Source: an optimization exercise on an open RTL-to-GDS flow (aim: small area, a short achievable clock period and few clock cycles). Production flows keep margins and buffers that such runs may drop.
The RTL was checked by simulation tests, not by an equivalence proof against the original design.

==> juniper <==
==> flow/design.v (excerpt) <==
module fc_mvm_par #(
  parameter int M = 8,
  parameter int N = 8,
  parameter int T = 16,
  parameter int P = 2,
  parameter int R = 1
) (
  input  logic                     clk,
  input  logic                     reset,
  input  logic                     input_valid,
  output logic                     input_ready,
  input  logic [T-1:0]             input_data,
  output logic                     output_valid,
  input  logic                     output_ready,
  output logic [T-1:0]             output_data,
  input  logic                     w_wr_en,
  input  logic [$clog2(M*N)-1:0]   w_addr,
  input  logic [T-1:0]             w_data,
  output logic                     w_ready
);
  logic [15:0] w_mem [64];
  always_ff @(posedge clk) begin
    if (w_wr_en && w_ready) w_mem[w_addr] <= w_data;
  end
  logic [2:0]  x_cnt;             
  logic        sk_v;              
  logic [15:0] sk_d;
  logic [2:0]  sk_col;
  logic        xv;                
  logic [15:0] x_d;
  logic [2:0]  x_col;
  logic [7:0]  b_one, b_two, b_neg;    
  logic        s1_first, s1_last;
  logic [15:0] w_sel [8];
  logic        acc_done;          
  logic [15:0] q [9];             
  logic [3:0]  cnt;               
  logic [15:0] res [8];
  logic accept, fire, cp, acc_done_n, move, xfree, sk_v_n;
  logic [3:0] cnt_n;
  ...
clock: 9.0 ns
lec_check: 0
abc_clock_period_in_ps: 3500
cap_margin: 20
core_margin: 2
core_utilization: 50
setup_slack_margin: 5
slew_margin: 20
run.sh (not shown) runs the stock make flow with config.mk's settings and CLKGATE_MAP_FILE= SYNTH_SCRIPT=/design/flow/synth_recipe.tcl, a recipe that flattens the netlist after the stock synthesis.
==> tundra: changes against juniper <==
--- a/flow/config.mk
+++ b/flow/config.mk
@@ -6,8 +6,6 @@
 export NUM_CORES = 4
 export LEC_CHECK = 0
-export ABC_CLOCK_PERIOD_IN_PS = 3500
 export CAP_MARGIN = 20
 export CORE_MARGIN = 2
-export CORE_UTILIZATION = 50
-export SETUP_SLACK_MARGIN = 5
+export CORE_UTILIZATION = 40
 export SLEW_MARGIN = 20
==> qor summary <==
| quantity | tundra | juniper |
|---|---|---|
| Outcome | complete, no violations | complete, no violations |
| Area occupied by registers | 48700 µm² | 48900 µm² |
| Critical path fanouts, max | 20 | 8 |
| Share of the final layout cell area in sequential cells | 35.5% | 32.4% |
| HPWL after detailed placement | 261 mm | 261 mm |
| Min setup slack post-route | 3.39 ns | 4.76 ns |
| Fraction of area in multi-input gates | 50.4% | 48.8% |
| Signal arrival time at the worst endpoint | 6.13 ns | 4.99 ns |
| Antenna diode count | 16 | 17 |
| Post-route insts no fill | 14.7k | 14.6k |
| Vias in the first global route | 89.5k | 93.8k |
| Leading cell type in the layout, fill and taps excluded | inv_1 | edfxtp_1 |
| Worst Clk Skew | 0.104 ns | 0.0985 ns |
| Global-route wire length before repair | 588 mm | 674 mm |
| Met1 layer wirelength in the final routing | 160 mm | 175 mm |
Testbench counts of juniper, summed over its fixed seeds: cycles 1,624.
Testbench counts of tundra, summed over its fixed seeds: cycles 1,624.

---

==> branch fjord: inputs <==
Another version of the RTL of fc_mvm_par (not shown whole).
export LEC_CHECK = 0
export CAP_MARGIN = 20
export CORE_MARGIN = 2
export CORE_UTILIZATION = 50
export SETUP_SLACK_MARGIN = 5
export SLEW_MARGIN = 20
create_clock -name core_clock -period 9.0 [get_ports {clk}]
==> inputs of branch quartz, as changes to branch fjord <==
--- a/flow/design.v
+++ b/flow/design.v
@@ -1,20 +1,32 @@
 package fc_pkg;
   localparam int ACC_W = 35;
 endpackage
 module fc_mac_lane (
   input  logic        clk,
-  input  logic        first,      
-  input  logic        valid,      
-  input  logic [15:0] w,          
-  input  logic [15:0] x1,         
-  input  logic [17:0] x3,         
-  output logic [15:0] result      
+  input  logic        first_d,    
+  input  logic        valid_d,    
+  input  logic [15:0] w_d,        
+  input  logic [15:0] x1_d,       
+  input  logic [17:0] x3_d,       
+  input  logic        load,       
+  output logic [15:0] result,     
+  output logic [15:0] slot        
 );
-  logic [34:0] acc_s, acc_c, acc_s_in, acc_c_in, acc_s_nx, acc_c_nx, sum;
+  logic        first, valid;
+  logic [15:0] w, x1;
+  logic [17:0] x3;
+  always_ff @(posedge clk) begin
+    first <= first_d;
+    valid <= valid_d;
+    w     <= w_d;
+    x1    <= x1_d;
+    x3    <= x3_d;
+  end
+  logic [34:0] acc_s, acc_c, acc_s_in, acc_c_in, acc_s_nx, acc_c_nx;
   logic [17:0] m1, m2, m3, m4;
   logic [18:0] wx;
   logic [5:0] neg, d1, d2, d3, d4, sb;
   localparam logic [34:0] INIT = 35'h6db700000;
   logic [17:0] pp0;
   logic [17:0] pp1;
   logic [17:0] pp2;
@@ -411,19 +423,32 @@
   assign acc_c_nx[33] = fs112;
   assign acc_s_nx[34] = fc112;
   assign acc_c_nx[34] = hs29;
   always_ff @(posedge clk) begin
     acc_s <= acc_s_nx;
     acc_c <= acc_c_nx;
   end
-  assign sum = acc_s + acc_c;
+  logic [15:0] lo;
+  logic [19:0] up;
+  logic [19:0] ua, ub, uk;
+  logic neg_sum, up_zero;
+  assign lo = {1'b0, acc_s[14:0]} + {1'b0, acc_c[14:0]};
+  assign ua = acc_s[34:15];
+  assign ub = acc_c[34:15];
+  assign up = {1'b0, ua[18:0]} + {1'b0, ub[18:0]};
+  assign neg_sum = ua[19] ^ ub[19] ^ (up[19] | ((&(ua[18:0] ^ ub[18:0])) & lo[15]));
+  assign uk = {ua[18:0] | ub[18:0], lo[15]};
+  assign up_zero = ((ua ^ ub) == uk);
   always_comb begin
-    if (sum[34])            result = 16'h0000;
-    else if (|sum[33:15])  result = 16'h7fff;
-    else                    result = {1'b0, sum[14:0]};
+    if (neg_sum)       result = 16'h0000;
+    else if (!up_zero) result = 16'h7fff;
+    else               result = {1'b0, lo[14:0]};
+  end
+  always_ff @(posedge clk) begin
+    if (load) slot <= result;
   end
 endmodule
 module fc_mvm_par #(
   parameter int M = 8,
   parameter int N = 8,
   parameter int T = 16,
   parameter int P = 2,
@@ -438,112 +463,138 @@
   input  logic                     output_ready,
   output logic [T-1:0]             output_data,
   input  logic                     w_wr_en,
   input  logic [$clog2(M*N)-1:0]   w_addr,
   input  logic [T-1:0]             w_data,
   output logic                     w_ready
 );
-  logic [15:0] w_mem [64];
+  logic [15:0] ring [8][8];       
+  logic [2:0]  ph;                
+  logic        pend_v;            
+  logic [2:0]  pend_row, pend_col;
+  logic [15:0] pend_d;
+  logic        w_acc, pend_land, pend_v_n;
+  assign w_acc     = w_wr_en & w_ready;
+  assign pend_land = pend_v & (pend_col == ph);
+  assign pend_v_n  = w_acc | (pend_v & ~pend_land);
   always_ff @(posedge clk) begin
-    if (w_wr_en && w_ready) w_mem[w_addr] <= w_data;
+    ph     <= ph + 3'd1;
+    pend_v <= pend_v_n;
+    if (w_acc) begin
+      pend_row <= w_addr[5:3];
+      pend_col <= w_addr[2:0];
+      pend_d   <= w_data;
+    end
+    for (int r = 0; r < 8; r++) begin
+      for (int p = 0; p < 7; p++) ring[r][p] <= ring[r][p+1];
+      ring[r][7] <= (pend_land && pend_row == r[2:0]) ? pend_d : ring[r][0];
+    end
   end
   logic [2:0]  x_cnt;             
   logic        sk_v;              
   logic [15:0] sk_d;
   logic [2:0]  sk_col;
   logic        xv;                
   logic [15:0] x_d;
   logic [2:0]  x_col;
-  logic [15:0] x1_s1;             
-  logic [17:0] x3_s1;             
-  logic        s1_valid, s1_first, s1_last;
-  logic [15:0] w_sel [8];
+  logic [2:0]  rd_pos;            
+  logic        s1_last;           
+  logic [15:0] x1_nx;             
+  logic [17:0] x3_nx;             
+  logic        s1_valid_nx, s1_first_nx;
+  logic [15:0] w_nx [8];          
   logic        acc_done;          
-  logic [15:0] q [9];             
-  logic [3:0]  cnt;               
+  logic [15:0] slot [8];          
+  logic [2:0]  rp;                
+  logic [3:0]  sc;                
   logic [15:0] res [8];
-  logic accept, fire, cp, acc_done_n, move, xfree, sk_v_n;
-  logic [3:0] cnt_n;
+  logic accept, ofree, cp, acc_done_n, move, xfree, sk_v_n;
+  logic [3:0] sc_n;
   logic [2:0] x_cnt_n;
   assign accept  = input_valid & input_ready;
-  assign fire    = output_valid & output_ready;
-  assign cp      = acc_done & (cnt <= 4'd1);
+  assign ofree   = ~output_valid | output_ready;
+  assign cp      = acc_done & (sc == 4'd0);
   assign acc_done_n = (acc_done & ~cp) | s1_last;
-  assign cnt_n   = cnt - {3'b0, fire} + (cp ? 4'd8 : 4'd0);
-  assign move    = xv & ((x_col != 3'd0) | ~acc_done_n | (cnt_n <= 4'd1));
+  always_comb begin
+    if (cp)                       sc_n = ofree ? 4'd7 : 4'd8;
+    else if (ofree && sc != 4'd0) sc_n = sc - 4'd1;
+    else                          sc_n = sc;
+  end
+  assign move    = xv & ((x_col != 3'd0) | ~acc_done_n | (sc_n == 4'd0));
   assign xfree   = move | ~xv;
   assign sk_v_n  = (sk_v | accept) & ~xfree;
   assign x_cnt_n = x_cnt + {2'b0, accept};
   always_ff @(posedge clk or posedge reset) begin
     if (reset) begin
       x_cnt        <= '0;
       sk_v         <= 1'b0;
       xv           <= 1'b0;
-      s1_valid     <= 1'b0;
-      s1_first     <= 1'b0;
       s1_last      <= 1'b0;
       acc_done     <= 1'b0;
-      cnt          <= '0;
+      sc           <= '0;
+      rp           <= '0;
       output_valid <= 1'b0;
+      output_data  <= '0;
       input_ready  <= 1'b0;
       w_ready      <= 1'b0;
     end else begin
       x_cnt        <= x_cnt_n;
       sk_v         <= sk_v_n;
       if (xfree) xv <= sk_v | accept;
-      s1_valid     <= move;
-      s1_first     <= move & (x_col == 3'd0);
       s1_last      <= move & (x_col == 3'd7);
       acc_done     <= acc_done_n;
-      cnt          <= cnt_n;
-      output_valid <= (cnt_n != 4'd0);
+      sc           <= sc_n;
+      if (cp) begin
+        rp <= ofree ? 3'd1 : 3'd0;
+        if (ofree) begin
+          output_valid <= 1'b1;
+          output_data  <= res[0];
+        end
+      end else if (ofree) begin
+        output_valid <= (sc != 4'd0);
+        if (sc != 4'd0) begin
+          output_data <= slot[rp];
+          rp          <= rp + 3'd1;
+        end
+      end
       input_ready  <= ~sk_v_n;
-      w_ready      <= (x_cnt_n == 3'd0) & ~sk_v_n;
+      w_ready      <= (x_cnt_n == 3'd0) & ~sk_v_n & ~pend_v_n;
     end
   end
   always_ff @(posedge clk) begin
     if (accept & ~xfree) begin
       sk_d   <= input_data;
       sk_col <= x_cnt;
     end
     if (xfree) begin
-      x_d   <= sk_v ? sk_d : input_data;
-      x_col <= sk_v ? sk_col : x_cnt;
+      x_d    <= sk_v ? sk_d : input_data;
+      x_col  <= sk_v ? sk_col : x_cnt;
+      rd_pos <= (sk_v ? sk_col : x_cnt) - ph - 3'd1;
+    end else begin
+      rd_pos <= rd_pos - 3'd1;    
     end
   end
   logic [17:0] x_ext;
-  assign x_ext = {{2{x_d[15]}}, x_d};
-  always_ff @(posedge clk) begin
-    x1_s1 <= move ? x_d : 16'd0;
-    x3_s1 <= move ? x_ext + {x_ext[16:0], 1'b0} : 18'd0;
-    for (int r = 0; r < 8; r++) w_sel[r] <= w_mem[{r[2:0], x_col}];
+  assign x_ext  = {{2{x_d[15]}}, x_d};
+  assign s1_valid_nx = move;
+  assign s1_first_nx = move & (x_col == 3'd0);
+  assign x1_nx = move ? x_d : 16'd0;
+  assign x3_nx = move ? x_ext + {x_ext[16:0], 1'b0} : 18'd0;
+  always_comb begin
+    for (int r = 0; r < 8; r++)
+      w_nx[r] = (pend_v && pend_row == r[2:0] && pend_col == x_col) ? pend_d
+                                                                    : ring[r][rd_pos];
   end
   for (genvar r = 0; r < 8; r++) begin : g_row
     fc_mac_lane u_lane (
       .clk    (clk),
-      .first  (s1_first),
-      .valid  (s1_valid),
-      .w      (w_sel[r]),
-      .x1     (x1_s1),
-      .x3     (x3_s1),
+      .first_d (s1_first_nx),
+      .valid_d (s1_valid_nx),
+      .w_d     (w_nx[r]),
+      .x1_d    (x1_nx),
+      .x3_d    (x3_nx),
+      .load    (cp),
+      .slot    (slot[r]),
       .result (res[r])
     );
   end
-  logic keep0;
-  assign keep0 = (cnt == 4'd1) & ~fire;
-  always_ff @(posedge clk or posedge reset) begin
-    if (reset) q[0] <= '0;
-    else if (cp & ~keep0) q[0] <= res[0];
-    else if (fire) q[0] <= q[1];
-  end
-  always_ff @(posedge clk) begin
-    for (int k = 1; k < 9; k++) begin
-      if (cp) begin
-        if (keep0) q[k] <= res[k-1];
-        else if (k < 8) q[k] <= res[k];
-      end else if (fire) begin
-        if (k < 8) q[k] <= q[k+1];
-      end
-    end
-  end
-  assign output_data = q[0];
 endmodule
==> flow/config.mk (replaced) <==
export PLATFORM = sky130hd
export DESIGN_NAME = fc_mvm_par
export DESIGN_NICKNAME = fc_mvm_par
export VERILOG_FILES = /design/flow/design.v
export SDC_FILE = /design/flow/constraint.sdc
export NUM_CORES = 4
export LEC_CHECK = 0
export CAP_MARGIN = 20
export CORE_MARGIN = 2
export CORE_UTILIZATION = 42
export SETUP_SLACK_MARGIN = 5
export SLEW_MARGIN = 20
==> results by group <==
Yosys
  • Main flop type after synthesis: edfxtp_1
  • Simple-gate share of the synthesized area: 9.90%

Detailed routing
  • Drt total wl: 430 mm

Global route
  • Largest net degree at the start of global routing: 140

Cells and area
  • Footprint of the multi-input gates: 0.0785 mm2

Run status
  • Status: complete, no violations

Placement
  • Detailed placer's ending HPWL: 278 mm

CTS
  • Sink Count: 1933
# the run above: branch fjord

==> results by group <==
Detailed routing
  • Drt total wl: 406 mm

Cells and area
  • Footprint of the multi-input gates: 0.0731 mm2

Yosys
  • Simple-gate share of the synthesized area: 9.16%
  • Main flop type after synthesis: dfxtp_1

Global route
  • Largest net degree at the start of global routing: 163

Placement
  • Detailed placer's ending HPWL: 264 mm

Run status
  • Status: complete, no violations

CTS
  • Sink Count: 1965
# the run above: branch quartz

Testbench counts of branch fjord, summed over its fixed seeds: cycles 1,624.
Testbench counts of branch quartz, summed over its fixed seeds: cycles 1,624.

[static timing again, ports no longer ideal]
The flow's constraints put no driver on any port. The routed layouts listed below were extracted and timed again, unchanged, in two steps. Step 1: set_driving_cell puts a clkbuf_16 on clk and a buf_2 on each other input, an assumption about the parent block. Step 2 times the ports against the registers' clock, not the clock port: input delays grow and output delays shrink by t, the midpoint of the rising clock arrivals with the driver on. Three values: ideal ports, drivers, drivers and shift; two values: the first two.
| run | shift t [ns] | slack for setup (ns) | slew at the worst register clock pin (ns) | worst data-port slew with drivers (ns) |
|---|---|---|---|---|
| juniper | 0.985 | 4.757 / 4.757 / 4.185 | 0.07 / 0.07 | 0.12 |
| tundra | 0.979 | 3.391 / 3.391 / 3.265 | 0.07 / 0.07 | 0.16 |
| branch fjord | 0.991 | 4.777 / 4.777 / 4.109 | 0.07 / 0.07 | 0.05 |
| branch quartz | 0.983 | 4.997 / 4.997 / 4.279 | 0.07 / 0.07 | 0.09 |
After both steps setup and hold are still met in every run listed. The setup slack of branch quartz, which loses most, moves by 0.000 ns with the drivers and by -0.718 ns with both steps.
